This is an optimization exercise on Yosys and OpenROAD, whose aim is small area, a short achievable clock period and few clock cycles per item, not a production implementation.
Only simulation tests tie the RTL to the original design; equivalence was not proved.

==> flow/design.v (outline; a module is shown in full before it is edited, if it fits) <==
// module chebyshev_polynomial_evaluator: 394 lines
// module cheb_mul_tree: 1240 lines
module chebyshev_polynomial_evaluator (
  input  logic                                clk_i,
  input  logic                                rst_ni,
  input  logic                                s_axis_tvalid,
  output logic                                s_axis_tready,
  input  logic [cheb_pkg::IN_TDATA_W-1:0]     s_axis_tdata,
  input  logic [cheb_pkg::ACT_W-1:0]          s_axis_tuser,
  output logic                                m_axis_tvalid,
  input  logic                                m_axis_tready,
  output logic [cheb_pkg::OUT_TDATA_W-1:0]    m_axis_tdata,
  output logic                                m_axis_tuser
);
  // ...
==> flow/run.sh <==
#!/bin/bash
# synth_recipe.tcl (not shown) runs the flow's synth.tcl, then flattens the netlist and writes it again
# the make line also repeats each setting of config.mk as NAME=value (left out here)
make -C /OpenROAD-flow-scripts/flow DESIGN_CONFIG=/design/flow/config.mk WORK_HOME=/design/flow/orfs CLKGATE_MAP_FILE= SYNTH_SCRIPT=/design/flow/synth_recipe.tcl finish
==> flow/config.mk <==
export PLATFORM = sky130hd
export DESIGN_NAME = chebyshev_polynomial_evaluator
export DESIGN_NICKNAME = chebyshev_polynomial_evaluator
export VERILOG_FILES = /design/flow/design.v
export SDC_FILE = /design/flow/constraint.sdc
export NUM_CORES = 4
export LEC_CHECK = 0
export CAP_MARGIN = 20
export CORE_MARGIN = 2
export CORE_UTILIZATION = 40
export SETUP_SLACK_MARGIN = 1.0
export SLEW_MARGIN = 20
==> flow/constraint.sdc <==
create_clock -name core_clock -period 11.0 [get_ports {clk_i}]
set_input_delay 2.2000 -clock core_clock [delete_from_list [all_inputs] [get_ports {clk_i}]]
set_output_delay 2.2000 -clock core_clock [all_outputs]
set_load 0.01 [all_outputs]
==> impl_metrics.prom, run 1 <==
# TYPE chip_impl_metric gauge
chip_impl_info{name="run_status",value="complete, no violations"} 1
chip_impl_metric{name="crit_cells",unit=""} 34
chip_impl_metric{name="hold-path-cell-count",unit=""} 1
chip_impl_metric{name="post_dp_cell_area",unit="µm²"} 88360
chip_impl_metric{name="synth.avg_cell_area",unit="µm²"} 7.952
chip_impl_metric{name="fin_tns_setup",unit="ns"} 0
chip_impl_metric{name="antenna_left",unit=""} 0
chip_impl_info{name="synth_top_family_by_area",value="compound AO/OA/AOI/OAI gates"} 1
chip_impl_info{name="worst_setup_path_startpoint",value="p1_q"} 1
chip_impl_metric{name="critical_path_arrival",unit="ns"} 10.59
chip_impl_metric{name="largest_reg_flops",unit=""} 64
chip_impl_metric{name="slew_headroom",unit=""} 0.1354
chip_impl_metric{name="syn2layout_area_growth",unit="%"} 13.64
chip_impl_metric{name="final_worst_hold_slack",unit="ns"} 0.5887
chip_impl_info{name="synth_flop_cell",value="sky130_fd_sc_hd__edfxtp_1"} 1
chip_impl_metric{name="vias",unit=""} 86760
chip_impl_metric{name="drv.max_cap_violation_count",unit=""} 0
chip_impl_metric{name="clock-skew-final",unit="ns"} 0.06472
chip_impl_metric{name="groute.usage.overall",unit=""} 0.4007
chip_impl_metric{name="reg2reg_depth",unit=""} 34
chip_impl_info{name="worstHoldEndpoint",value="dv_q_q[4]"} 1
chip_impl_metric{name="drt-pass1-iter-count",unit=""} 13
Testbench counts, summed over its fixed seeds: cycles 38,084, items 1,600.
==> module chebyshev_polynomial_evaluator, before the edit <==
module chebyshev_polynomial_evaluator (
  input  logic                                clk_i,
  input  logic                                rst_ni,
  input  logic                                s_axis_tvalid,
  output logic                                s_axis_tready,
  input  logic [cheb_pkg::IN_TDATA_W-1:0]     s_axis_tdata,
  input  logic [cheb_pkg::ACT_W-1:0]          s_axis_tuser,
  output logic                                m_axis_tvalid,
  input  logic                                m_axis_tready,
  output logic [cheb_pkg::OUT_TDATA_W-1:0]    m_axis_tdata,
  output logic                                m_axis_tuser
);
  localparam int VAL_W  = cheb_pkg::VAL_W;
  localparam int OPA_W  = cheb_pkg::OPA_W;
  localparam int PROD_W = cheb_pkg::PROD_W;
  localparam int DIV_K  = cheb_pkg::DIV_K;
  localparam int DIV_E  = cheb_pkg::DIV_E;
  localparam int QW     = 62 + DIV_E;       
  localparam int NB     = (OPA_W + 1) / 2;  
  localparam int PPW    = VAL_W + 2;        
  cheb_pkg::state_e state_q, state_d;
  logic [cheb_pkg::ACT_W-1:0]   act_q;
  logic [cheb_pkg::DEG_W-1:0]   n_q;
  logic [cheb_pkg::DEG_W-1:0]   cnt_q;
  logic                         ph_t_q;    
  logic [cheb_pkg::POINT_W-1:0] x_q;
  logic [VAL_W-1:0]             a_q;       
  logic [VAL_W-1:0]             b_q;       
  logic [VAL_W-1:0]             t_q;       
  logic                         status_q;
  logic [VAL_W-1:0]             ob_q;      
  logic                         ob_st_q;
  logic                         ob_v_q;
  logic [OPA_W-1:0]             opa_q;
  logic [OPA_W+1:0]             a3_q;      
  logic                         m_rec_q;
  logic                         m_kt_q;
  logic                         m_num_q;
  logic                         m_den_q;
  logic                         m_denp_q;  
  logic                         wide_q;    
  logic                         p1_q;      
  logic [57:0]                  ph_q;      
  logic                         kov_q;     
  logic                         ksg_q;     
  logic [cheb_pkg::DEG_W-1:0]   deg_in;
  logic [cheb_pkg::POINT_W-1:0] pt_in;
  logic [VAL_W-1:0]             pt_ext, pt2_ext;
  logic                         in_fire;
  logic                         pt_unit;    
  logic                         pt_wide;    
  assign deg_in  = s_axis_tdata[cheb_pkg::DEG_W-1:0];
  assign pt_in   = s_axis_tdata[cheb_pkg::DEG_W +: cheb_pkg::POINT_W];
  assign pt_ext  = {{(VAL_W-cheb_pkg::POINT_W){pt_in[cheb_pkg::POINT_W-1]}}, pt_in};
  assign pt2_ext = {pt_ext[VAL_W-2:0], 1'b0};
  assign pt_unit = (pt_in == 32'h4000_0000) || (pt_in == 32'hC000_0000);
  assign pt_wide = !((pt_in[31:30] == 2'b00) || (pt_in[31:30] == 2'b11) || (pt_in == 32'h4000_0000));
  assign in_fire = s_axis_tvalid && s_axis_tready;
  logic [VAL_W-1:0] x_ext;
  logic             x_small;   
  assign x_ext   = {{(VAL_W-cheb_pkg::POINT_W){x_q[cheb_pkg::POINT_W-1]}}, x_q};
  assign x_small = (x_q[31:30] == 2'b00) || ((x_q[31:30] == 2'b11) && (x_q[29:0] != '0));
  localparam int NR  = 13;             
  localparam int RW  = 37;             
  localparam int W   = 96;
  localparam int BLW = 3 * NR;         
  localparam int SP  = BLW - 1;        
  localparam int PHW = W - SP;         
  function automatic logic [W-1:0] kbase(input logic den, input logic denp);
    logic [W-1:0] c;
    c = -(W'(1) << (W - 1));
    for (int i = 0; i < NR; i++) c = c - (W'(1) << (36 + 3*i));
    if (den) c = denp ? c + (W'(1) << 60) : c - (W'(1) << 60);
    kbase = c;
  endfunction
  localparam logic [W-1:0] KB_NONE = kbase(1'b0, 1'b0);
  localparam logic [W-1:0] KB_DENM = kbase(1'b1, 1'b0);
  localparam logic [W-1:0] KB_DENP = kbase(1'b1, 1'b1);
  logic [BLW:0]       bx;
  logic [BLW-1:0]     bsel;
  logic [VAL_W-SP-1:0] bh;
  logic [PHW-1:0]     phr;
  logic [35:0]        m1, m2, m3, m4;
  logic [NR*RW-1:0]   pp;
  logic [NR-1:0]      ng;
  logic [W-1:0]       kc;
  logic               pneg;
  assign bh   = b_q[VAL_W-1:SP];
  assign bsel = p1_q ? BLW'({{(BLW-(VAL_W-SP)){bh[VAL_W-SP-1]}}, bh})
                     : {b_q[SP] & !wide_q, b_q[SP-1:0]};
  assign bx   = {bsel, 1'b0};
  assign phr  = {~ph_q[PHW-1], ph_q[PHW-2:0]};
  assign m1   = {{3{opa_q[OPA_W-1]}}, opa_q};
  assign m2   = {{2{opa_q[OPA_W-1]}}, opa_q, 1'b0};
  assign m4   = {opa_q[OPA_W-1], opa_q, 2'b0};
  assign m3   = {a3_q[34], a3_q};
  assign pneg = opa_q[OPA_W-1] ^ b_q[VAL_W-1];
  always_comb begin
    logic [3:0]  g;
    logic [35:0] m;
    logic        nd;
    for (int i = 0; i < NR; i++) begin
      g  = bx[3*i +: 4];
      nd = g[3] & ~(g[2] & g[1] & g[0]);
      case (g)
        4'b0001, 4'b0010, 4'b1101, 4'b1110: m = m1;
        4'b0011, 4'b0100, 4'b1011, 4'b1100: m = m2;
        4'b0101, 4'b0110, 4'b1001, 4'b1010: m = m3;
        4'b0111, 4'b1000:                   m = m4;
        default:                            m = '0;
      endcase
      m = m ^ {36{nd}};
      pp[i*RW +: RW] = {~m[35], m};
      ng[i]          = nd;
    end
  end
  always_comb begin
    if (m_den_q && !p1_q) kc = m_denp_q ? KB_DENP : KB_DENM;
    else                  kc = KB_NONE;
    kc[29:0] = (m_kt_q || p1_q) ? 30'd0 : (pneg ? 30'h1FFF_FFFF : 30'h2000_0000);
  end
  logic [W-1:0] s1, c1, ar, s2, c2, y, yk;
  cheb_mul_tree u_tree (.pp(pp), .ng(ng), .ph(phr), .kc(kc), .s(s1), .c(c1));
  logic ar_en;
  assign ar_en = m_rec_q && !p1_q;
  assign ar    = ar_en ? (W'({{(W-30-VAL_W){~a_q[VAL_W-1]}}, ~a_q}) << 30) : '0;
  always_comb begin
    s2 = s1;
    c2 = c1;
    c2[30] = ar_en;
    for (int j = 30; j < W; j++) begin
      s2[j] = s1[j] ^ c1[j] ^ ar[j];
      if (j < W - 1) c2[j+1] = (s1[j] & c1[j]) | (s1[j] & ar[j]) | (c1[j] & ar[j]);
    end
  end
  assign y  = s2 + c2;         
  assign yk = s1 + c1;         
  logic p_ovf;
  assign p_ovf = (m_rec_q || m_num_q) && (yk[W-1:W-4] != '0) && (yk[W-1:W-4] != '1);
  logic [VAL_W-1:0] ysat;
  assign ysat = ((y[W-1:W-4] != '0) && (y[W-1:W-4] != '1)) ?
                (y[W-1] ? cheb_pkg::VMIN : cheb_pkg::VMAX) : y[92:30];
  logic [63:0]      zx, zy, z;
  logic [VAL_W-1:0] zsat;
  assign zx   = m_den_q ? ~{t_q[VAL_W-1], t_q} :
                (pneg ? {1'b1, cheb_pkg::VMIN} : {1'b0, cheb_pkg::VMAX});
  assign zy   = m_rec_q ? ~{a_q[VAL_W-1], a_q} : (m_den_q ? {a_q[VAL_W-1], a_q} : '0);
  assign z    = zx + zy + 64'(m_rec_q || m_den_q);
  assign zsat = (z[63] != z[62]) ? (z[63] ? cheb_pkg::VMIN : cheb_pkg::VMAX) : z[62:0];
  logic [VAL_W-1:0] r;
  assign r = p_ovf ? zsat : ysat;
  logic kt_ovf;
  assign kt_ovf = (y[W-1:VAL_W-1] != '0) && (y[W-1:VAL_W-1] != '1);
  typedef enum logic [1:0] {DV_IDLE, DV_RUN, DV_DONE} dv_state_e;
  dv_state_e        dv_state_q;
  logic [31:0]      dv_d_q;
  logic [31:0]      dv_rem_q;
  logic [QW-1:0]    dv_q_q;
  logic             dv_neg_q;
  logic [4:0]       dv_cnt_q;
  logic [31:0]      rem_nx;
  logic [QW-1:0]    q_nx;
  always_comb begin
    logic [32:0] rs;
    logic [33:0] sb;
    rem_nx = dv_rem_q;
    q_nx   = dv_q_q;
    for (int i = 0; i < DIV_K; i++) begin
      rs     = {rem_nx, q_nx[QW-1]};
      sb     = {1'b0, rs} - {2'b0, dv_d_q};
      rem_nx = sb[33] ? rs[31:0] : sb[31:0];
      q_nx   = {q_nx[QW-2:0], ~sb[33]};
    end
  end
  localparam int DIV_SKIP = cheb_pkg::DIV_SKIP;
  logic [31:0]      dsor;
  logic [VAL_W-1:0] nmag;
  logic             d_ovf, d_neg, d_skip;
  assign dsor   = t_q[31:0];
  assign nmag   = a_q[VAL_W-1] ? VAL_W'(0) - a_q : a_q;
  assign d_ovf  = (nmag[62:32] >= dsor[30:0]) && (dsor[31] == 1'b0);
  assign d_skip = (nmag[62:64-DIV_SKIP] == '0) && (nmag[63-DIV_SKIP:32-DIV_SKIP] < dsor);
  assign d_neg  = a_q[VAL_W-1] ^ x_small;
  logic [62:0]      qv;
  logic [VAL_W-1:0] fin;
  assign qv  = {1'b0, dv_q_q[QW-1:DIV_E]} + 63'(dv_q_q[DIV_E-1]);
  assign fin = qv[62] ? (dv_neg_q ? cheb_pkg::VMIN : cheb_pkg::VMAX)
                      : (dv_neg_q ? VAL_W'(0) - qv : qv);
  logic dv_idle, dv_done, hand_off;
  assign dv_idle  = (dv_state_q == DV_IDLE);
  assign dv_done  = (dv_state_q == DV_DONE);
  assign hand_off = (state_q == cheb_pkg::S_DS) && dv_idle && !ob_v_q;
  always_ff @(posedge clk_i or negedge rst_ni) begin
    if (!rst_ni) begin
      dv_state_q <= DV_IDLE;
    end else begin
      case (dv_state_q)
        DV_IDLE: if (hand_off) dv_state_q <= d_ovf ? DV_DONE : DV_RUN;
        DV_RUN:  if (dv_cnt_q == 5'd1) dv_state_q <= DV_DONE;
        default: if (m_axis_tready) dv_state_q <= DV_IDLE;
      endcase
    end
  end
  always_ff @(posedge clk_i) begin
    case (dv_state_q)
      DV_IDLE: begin
        if (hand_off) begin
          dv_neg_q <= d_neg;
          dv_d_q   <= dsor;
          if (d_ovf) begin
            dv_q_q <= '1;    
          end else if (d_skip) begin
            dv_cnt_q <= 5'(cheb_pkg::DIV_C - DIV_SKIP / DIV_K);
            dv_rem_q <= nmag[63-DIV_SKIP:32-DIV_SKIP];
            dv_q_q   <= QW'({nmag[31-DIV_SKIP:0], {(QW-32+DIV_SKIP){1'b0}}});
          end else begin
            dv_cnt_q <= 5'(cheb_pkg::DIV_C);
            dv_rem_q <= {1'b0, nmag[62:32]};
            dv_q_q   <= QW'({nmag[31:0], {(QW-32){1'b0}}});
          end
        end
      end
      DV_RUN: begin
        dv_rem_q <= rem_nx;
        dv_q_q   <= q_nx;
        dv_cnt_q <= dv_cnt_q - 5'd1;
      end
      default: ;
    endcase
  end
  logic last;
  assign last = (cnt_q == cheb_pkg::DEG_W'(1));
  logic step;
  assign step = !p1_q;
  logic main_out, main_park, main_free;
  assign main_out  = (state_q == cheb_pkg::S_DONE) && dv_idle && !ob_v_q;
  assign main_park = (state_q == cheb_pkg::S_DONE) && !dv_idle && !ob_v_q;
  assign main_free = (main_out && m_axis_tready) || main_park;
  assign s_axis_tready = (state_q == cheb_pkg::S_IDLE) || main_free || hand_off;
  always_comb begin
    state_d = state_q;
    case (state_q)
      cheb_pkg::S_IDLE, cheb_pkg::S_DONE, cheb_pkg::S_DS: begin
        if (in_fire) begin
          state_d = cheb_pkg::S_DONE;
          if (s_axis_tuser == cheb_pkg::ACT_DU) begin
            if (!pt_unit) state_d = (deg_in == '0) ? cheb_pkg::S_KT : cheb_pkg::S_REC;
          end else if (s_axis_tuser != 2'd3) begin
            if (deg_in > 6'd1) state_d = cheb_pkg::S_REC;
          end
        end else if (main_free) begin
          state_d = cheb_pkg::S_IDLE;
        end else if (hand_off) begin
          state_d = cheb_pkg::S_IDLE;
        end
      end
      cheb_pkg::S_REC: begin
        if (last && step) begin
          if (act_q != cheb_pkg::ACT_DU) state_d = cheb_pkg::S_DONE;
          else if (ph_t_q)               state_d = cheb_pkg::S_KT;
        end
      end
      cheb_pkg::S_KT:   if (step) state_d = cheb_pkg::S_NUM;
      cheb_pkg::S_NUM:  if (step) state_d = cheb_pkg::S_DEN;
      cheb_pkg::S_DEN:  if (step) state_d = cheb_pkg::S_DS;
      default:          state_d = cheb_pkg::S_IDLE;
    endcase
  end
  always_ff @(posedge clk_i or negedge rst_ni) begin
    if (!rst_ni) begin
      state_q <= cheb_pkg::S_IDLE;
    end else begin
      state_q <= state_d;
    end
  end
  logic [cheb_pkg::POINT_W-1:0] x_d;
  logic [cheb_pkg::DEG_W-1:0]   n_d;
  assign x_d = in_fire ? pt_in : x_q;
  assign n_d = in_fire ? deg_in : n_q;
  logic [OPA_W-1:0] opa_d;
  always_comb begin
    case (state_d)
      cheb_pkg::S_KT:  opa_d = OPA_W'(n_d) + OPA_W'(1);
      cheb_pkg::S_NUM: opa_d = {x_d[31], x_d};
      cheb_pkg::S_DEN: opa_d = x_small ? OPA_W'(0) - {x_d[31], x_d} : {x_d[31], x_d};
      default:         opa_d = {x_d, 1'b0};
    endcase
  end
  always_ff @(posedge clk_i) begin
    opa_q    <= opa_d;
    a3_q     <= {{2{opa_d[OPA_W-1]}}, opa_d} + {opa_d[OPA_W-1], opa_d, 1'b0};
    m_rec_q  <= (state_d == cheb_pkg::S_REC);
    m_kt_q   <= (state_d == cheb_pkg::S_KT);
    m_num_q  <= (state_d == cheb_pkg::S_NUM);
    m_den_q  <= (state_d == cheb_pkg::S_DEN);
    m_denp_q <= x_small;
  end
  function automatic logic mul_state(input cheb_pkg::state_e st);
    mul_state = (st == cheb_pkg::S_REC) || (st == cheb_pkg::S_KT) ||
                (st == cheb_pkg::S_NUM) || (st == cheb_pkg::S_DEN);
  endfunction
  always_ff @(posedge clk_i) begin
    if (in_fire) wide_q <= pt_wide;
    p1_q <= mul_state(state_d) && (in_fire ? pt_wide : wide_q) &&
            !(mul_state(state_q) && p1_q);
    ph_q <= p1_q ? y[57:0] : '0;
  end
  always_ff @(posedge clk_i) begin
    case (state_q)
      cheb_pkg::S_IDLE, cheb_pkg::S_DONE, cheb_pkg::S_DS: begin
        if (in_fire) begin
          act_q    <= s_axis_tuser;
          n_q      <= deg_in;
          x_q      <= pt_in;
          status_q <= 1'b0;
          a_q      <= cheb_pkg::ONE_FX;
          cnt_q    <= deg_in - 6'd1;
          ph_t_q   <= 1'b0;
          case (s_axis_tuser)
            cheb_pkg::ACT_T: b_q <= (deg_in == '0) ? cheb_pkg::ONE_FX : pt_ext;
            cheb_pkg::ACT_U: b_q <= (deg_in == '0) ? cheb_pkg::ONE_FX : pt2_ext;
            cheb_pkg::ACT_DU: begin
              if (pt_unit) begin
                b_q      <= '0;
                status_q <= 1'b1;
              end else if (deg_in == 6'd0) begin
                t_q <= cheb_pkg::ONE_FX;
                b_q <= pt_ext;
              end else if (deg_in == 6'd1) begin
                t_q    <= pt2_ext;
                b_q    <= pt_ext;
                cnt_q  <= 6'd1;
                ph_t_q <= 1'b1;
              end else begin
                b_q <= pt2_ext;
              end
            end
            default: b_q <= '0;
          endcase
        end
      end
      cheb_pkg::S_REC: if (step) begin
        a_q   <= b_q;
        b_q   <= r;
        cnt_q <= cnt_q - 6'd1;
        if (last && act_q == cheb_pkg::ACT_DU && !ph_t_q) begin
          t_q    <= r;
          a_q    <= cheb_pkg::ONE_FX;
          b_q    <= x_ext;
          cnt_q  <= n_q;
          ph_t_q <= 1'b1;
        end
      end
      cheb_pkg::S_KT: if (step) begin
        a_q   <= y[VAL_W-1:0];    
        kov_q <= kt_ovf;
        ksg_q <= y[W-1];
        b_q   <= t_q;             
      end
      cheb_pkg::S_NUM: begin
        if (kov_q) a_q <= ksg_q ? cheb_pkg::VMIN : cheb_pkg::VMAX;
        if (step) begin
          t_q <= r;         
          b_q <= x_ext;
        end
      end
      cheb_pkg::S_DEN: if (step) begin
        t_q <= r;           
        a_q <= zsat;        
      end
      default: ;
    endcase
  end
  logic ob_out;
  assign ob_out = ob_v_q && dv_idle;
  always_ff @(posedge clk_i or negedge rst_ni) begin
    if (!rst_ni) begin
      ob_v_q <= 1'b0;
    end else if (main_park) begin
      ob_v_q <= 1'b1;
    end else if (ob_out && m_axis_tready) begin
      ob_v_q <= 1'b0;
    end
  end
  always_ff @(posedge clk_i) begin
    if (main_park) begin
      ob_q    <= b_q;
      ob_st_q <= status_q;
    end
  end
  assign m_axis_tvalid = dv_done || ob_out || main_out;
  assign m_axis_tdata  = cheb_pkg::OUT_TDATA_W'(dv_done ? fin : (ob_v_q ? ob_q : b_q));
  assign m_axis_tuser  = dv_done ? 1'b0 : (ob_v_q ? ob_st_q : status_q);
endmodule
==> inputs of run 2 (changes only) <==
--- a/flow/design.v
+++ b/flow/design.v
@@ -216,5 +216,6 @@
   logic [VAL_W-1:0] fin;
-  assign qv  = {1'b0, dv_q_q[QW-1:DIV_E]} + 63'(dv_q_q[DIV_E-1]);
-  assign fin = qv[62] ? (dv_neg_q ? cheb_pkg::VMIN : cheb_pkg::VMAX)
-                      : (dv_neg_q ? VAL_W'(0) - qv : qv);
+  logic q_top;
+  assign q_top = (dv_q_q[QW-1:DIV_E] == '1) && dv_q_q[DIV_E-1];    
+  assign qv  = {dv_neg_q, dv_q_q[QW-1:DIV_E] ^ {62{dv_neg_q}}} + 63'(dv_q_q[DIV_E-1] ^ dv_neg_q);
+  assign fin = q_top ? (dv_neg_q ? cheb_pkg::VMIN : cheb_pkg::VMAX) : qv;
   logic dv_idle, dv_done, hand_off;
--- a/flow/config.mk
+++ b/flow/config.mk
@@ -10,3 +10,3 @@
 export CORE_UTILIZATION = 40
-export SETUP_SLACK_MARGIN = 1.0
+export SETUP_SLACK_MARGIN = 0.7
 export SLEW_MARGIN = 20
==> impl_metrics.prom, run 2 <==
# TYPE chip_impl_metric gauge
chip_impl_info{name="run_status",value="complete, no violations"} 1
chip_impl_info{name="critical_path_class",value="flop to flop"} 1
chip_impl_metric{name="port_buffers",unit=""} 109
chip_impl_metric{name="post-route-min-period",unit="ns"} 10.18
chip_impl_info{name="mostFrequentLayoutCells",value="1337 x sky130_fd_sc_hd__nand2_1, 873 x sky130_fd_sc_hd__inv_1, 721 x sky130_fd_sc_hd__a21oi_1"} 1
chip_impl_metric{name="worst-path-max-fanout",unit=""} 19
chip_impl_metric{name="clock_path_buffers",unit=""} 3
chip_impl_info{name="critical-path-top-cell-by-count",value="sky130_fd_sc_hd__buf_4"} 1
chip_impl_metric{name="numCtsBuffers",unit=""} 78
chip_impl_metric{name="grt_start_max_net_pins",unit=""} 81
chip_impl_metric{name="synth.avg_cell_area",unit="µm²"} 8.070
chip_impl_info{name="synth_flop_cell",value="sky130_fd_sc_hd__edfxtp_1"} 1
chip_impl_info{name="crit_path_top_delay_cell",value="sky130_fd_sc_hd__fa_2"} 1
chip_impl_info{name="hold_class",value="flop to flop"} 1
chip_impl_metric{name="initial_antenna_violation_count",unit=""} 18
chip_impl_metric{name="yosysSeqAreaShare",unit=""} 0.2004
chip_impl_info{name="ys_top_cells_by_count",value="1338 x sky130_fd_sc_hd__nand2_1, 877 x sky130_fd_sc_hd__inv_1, 729 x sky130_fd_sc_hd__a21oi_1"} 1
chip_impl_metric{name="worstMarginPinSlew",unit="ns"} 1.254
chip_impl_metric{name="synthArstFlopShare",unit=""} 0.01045
chip_impl_metric{name="slew_headroom",unit=""} 0.1581
chip_impl_info{name="cts_root_buf",value="sky130_fd_sc_hd__clkbuf_16"} 1
chip_impl_metric{name="hold_viol_final",unit=""} 0
chip_impl_metric{name="drv.max_cap_violation_count",unit=""} 0
chip_impl_metric{name="clock_sink_count",unit=""} 574
chip_impl_metric{name="wl",unit="µm"} 420500
chip_impl_metric{name="synth_nets",unit=""} 10820
chip_impl_info{name="synth_most_common_cell",value="sky130_fd_sc_hd__nand2_1"} 1
chip_impl_metric{name="initial_utilization",unit=""} 0.4022
chip_impl_metric{name="clock_insertion_delay_worst_skew",unit="ns"} 0.78
chip_impl_metric{name="via_per_inst",unit=""} 6.463
chip_impl_metric{name="post_synth_num_cell_types",unit=""} 102
chip_impl_metric{name="final_worst_hold_slack",unit="ns"} 0.5419
chip_impl_metric{name="timing.critical_path.required",unit="ns"} 11.61
chip_impl_metric{name="wire_length_of_the_first_global_routing_pass",unit="µm"} 585900
chip_impl_info{name="timing.critical_path.to_type",value="flop"} 1
chip_impl_metric{name="drc",unit=""} 0
chip_impl_info{name="registers.top_by_ff_count",value="dv_q_q"} 1
chip_impl_metric{name="worst_path_setup_slack_after_routing",unit="ns"} 0.8200
chip_impl_metric{name="die_area",unit="µm²"} 201900
chip_impl_metric{name="largest_reg_flops",unit=""} 64
chip_impl_metric{name="nets_finish",unit=""} 10940
chip_impl_info{name="final_common_cell",value="sky130_fd_sc_hd__nand2_1"} 1
chip_impl_metric{name="first_global_vias",unit=""} 77530
chip_impl_info{name="synth_top_cells_by_area",value="sky130_fd_sc_hd__edfxtp_1 17%, sky130_fd_sc_hd__fa_1 12%, sky130_fd_sc_hd__ha_1 7.5%"} 1
chip_impl_metric{name="drt-pass1-iter-count",unit=""} 14
chip_impl_metric{name="yosys_warn_count",unit=""} 1
chip_impl_metric{name="finalCritPeriodShare",unit=""} 0.9255
chip_impl_metric{name="drive_above_1_share",unit=""} 0.1187
chip_impl_metric{name="clkTransAtPathRegs",unit="ns"} 0.06
chip_impl_metric{name="critical_path_arrival",unit="ns"} 10.79
chip_impl_metric{name="antenna_left",unit=""} 0
chip_impl_metric{name="ctsHoldBuffers",unit=""} 0
chip_impl_metric{name="ys_ff_latch",unit=""} 574
chip_impl_metric{name="synth_edf_count",unit=""} 437
chip_impl_info{name="clock_tree_from_tritoncts",value="yes"} 1
chip_impl_metric{name="cts.htree.levels",unit=""} 3
chip_impl_metric{name="synth_area",unit="µm²"} 79330
chip_impl_metric{name="vias",unit=""} 81940
chip_impl_info{name="cp-start-kind",value="flop"} 1
chip_impl_metric{name="globalRouteOverflowTotal",unit=""} 0
chip_impl_metric{name="core_ar",unit="µm²"} 197200
chip_impl_metric{name="clock-skew-final",unit="ns"} 0.06620
chip_impl_metric{name="hpwl",unit="µm"} 330400
chip_impl_metric{name="io_pins",unit=""} 113
chip_impl_info{name="rsz0062_at_grt",value="true"} 1
chip_impl_metric{name="max_freq",unit="MHz"} 98.23
chip_impl_metric{name="report.final.slew_viol_count",unit=""} 0
chip_impl_metric{name="drtIter0Drc",unit=""} 14170
chip_impl_metric{name="vert_die_dim",unit="µm"} 449.3
chip_impl_metric{name="groute.usage.overall",unit=""} 0.4020
chip_impl_metric{name="cp_slowest_stage_delay",unit="ns"} 0.55
chip_impl_metric{name="placement_rows",unit=""} 163
chip_impl_metric{name="syn_inst",unit=""} 9830
chip_impl_info{name="cell_type_with_the_largest_total_area_after_synthesis",value="sky130_fd_sc_hd__edfxtp_1"} 1
chip_impl_metric{name="detail_route.wl_per_cell",unit="µm"} 33.17
chip_impl_metric{name="post-synth-top-area-fraction",unit=""} 0.1654
chip_impl_metric{name="syn2layout_area_growth",unit="%"} 14.19
chip_impl_metric{name="finalSetupViolations",unit=""} 0
chip_impl_metric{name="die_width",unit="µm"} 449.3
chip_impl_metric{name="dp_worst_setup_slack",unit="ns"} -0.1956
chip_impl_metric{name="final_estimated_routing_congestion_in_global_placement",unit=""} 1.084
run 2: cell count changes after synthesis, sizes merged, moves of 35 or more:
cell	delta
o21ai	-46
nor2	-62
nand3	-36
buf	+35
o221ai	-58
nand4	-44
clkbuf	-74
nand2	-39
a22oi	+55
run 2: layer usage:
metal / share of wire / routed length (µm) / global-route usage
met5: 0.00018 / 76 / 0
met4: 0.099 / 41590 / 0.3229
met3: 0.11 / 46280 / 0.09654
met2: 0.42 / 178100 / 0.6033
met1: 0.37 / 154500 / 0.4915
run 2: kinds of logic (layout without fill, tap and decap cells):
kind of cell,after synthesis,count (layout),share of synthesized area
fa+ha+maj,955,955,0.1954
xor+xnor,825,825,0.09109
mux,281,281,0.03725
simple gates,2779,2780,0.1582
buf+inv,1670,1855,0.08022
flops,574,574,0.2004
other cells,1,24,0.00004727
compound gates,2745,2745,0.2374
run 2: critical path, delay by kind of cell (launching register included):
kind	cells	cell delay, ns
and+or+nand+nor	7	0.99
adders and majority gates	7	3.34
muxes	1	0.25
buffers and inverters	12	2.13
xor gates and xnor gates	3	0.66
DFF	1	0.48
AOI/OAI and AO/OA	10	2.14
run 2: cell type report:
cell class,count,area (µm²)
clock buffer,96,2143
timing repair buffer,825,7022
clock inverter,50,509.2
sequential,574,15910
inverter,884,3322
antenna,23,57.56
fill,19640,106600
multi-input combinational,7587,58320
tap,2640,3303
run 2: path summary, 6_finish.rpt:
path	depth (start not counted)	from	to	slack, ns
max reg2reg	40	p1_q	b_q[43]	0.82
min	1	dv_q_q[0]	dv_q_q[2]	0.54
max in group asynchronous	2	rst_ni	ob_v_q	8.81
max	40	p1_q	b_q[43]	0.82
min in group asynchronous	2	rst_ni	dv_state_q[0]	1.87
min reg2reg	1	dv_q_q[0]	dv_q_q[2]	0.54
run 2: stage by stage:
step	std cells	util	TNS [ns]	cell area (µm²)
4_1_cts	12620	0.4544	0	89610
5_1_grt	12660	0.4591	0	90540
3_3_place_gp	12460	0.4396	-0.3174	86690
2_1_floorplan	9830	-	0	79330
3_5_place_dp	12460	0.4398	-0.9414	86740
6_report	12680	0.4593	0	90590
run 2: what timing repair did:
action,CTS,global route
endpoints found under the hold margin,0,0
pin swaps,3,26
endpoints found under the setup margin,126,126
setup buffers,11,32
cloned,1,1
resized for setup,25,108
Testbench counts of run 2, summed over its fixed seeds: cycles 38,084, items 1,600.

-- what the ideal ports hide --
The results above use ideal ports. As a check the final layouts listed here were re-extracted and re-timed, cells and wires unchanged. Step 1: set_driving_cell puts a clkbuf_16 on clk_i and a buf_2 on each other input, an assumption about the parent block. Step 2 times the ports against the registers' clock, not the clock port: input delays grow and output delays shrink by t, the midpoint of the rising clock arrivals with the driver on. a / b / c = no drivers / after step 1 / after step 2; a / b = the first two.
run	t, ns	setup slack, ns	clock arrival spread, ns	worst register clock-pin slew, ns
run 1	0.810	0.875 / 0.875 / 0.836	0.065 / 0.065	0.09 / 0.09
run 2	0.844	0.820 / 0.820 / 0.333	0.067 / 0.066	0.09 / 0.09
After both steps every run listed still meets setup and hold. The setup slack of run 2, which loses most, moves by 0.000 ns with the drivers and by -0.487 ns with both steps.
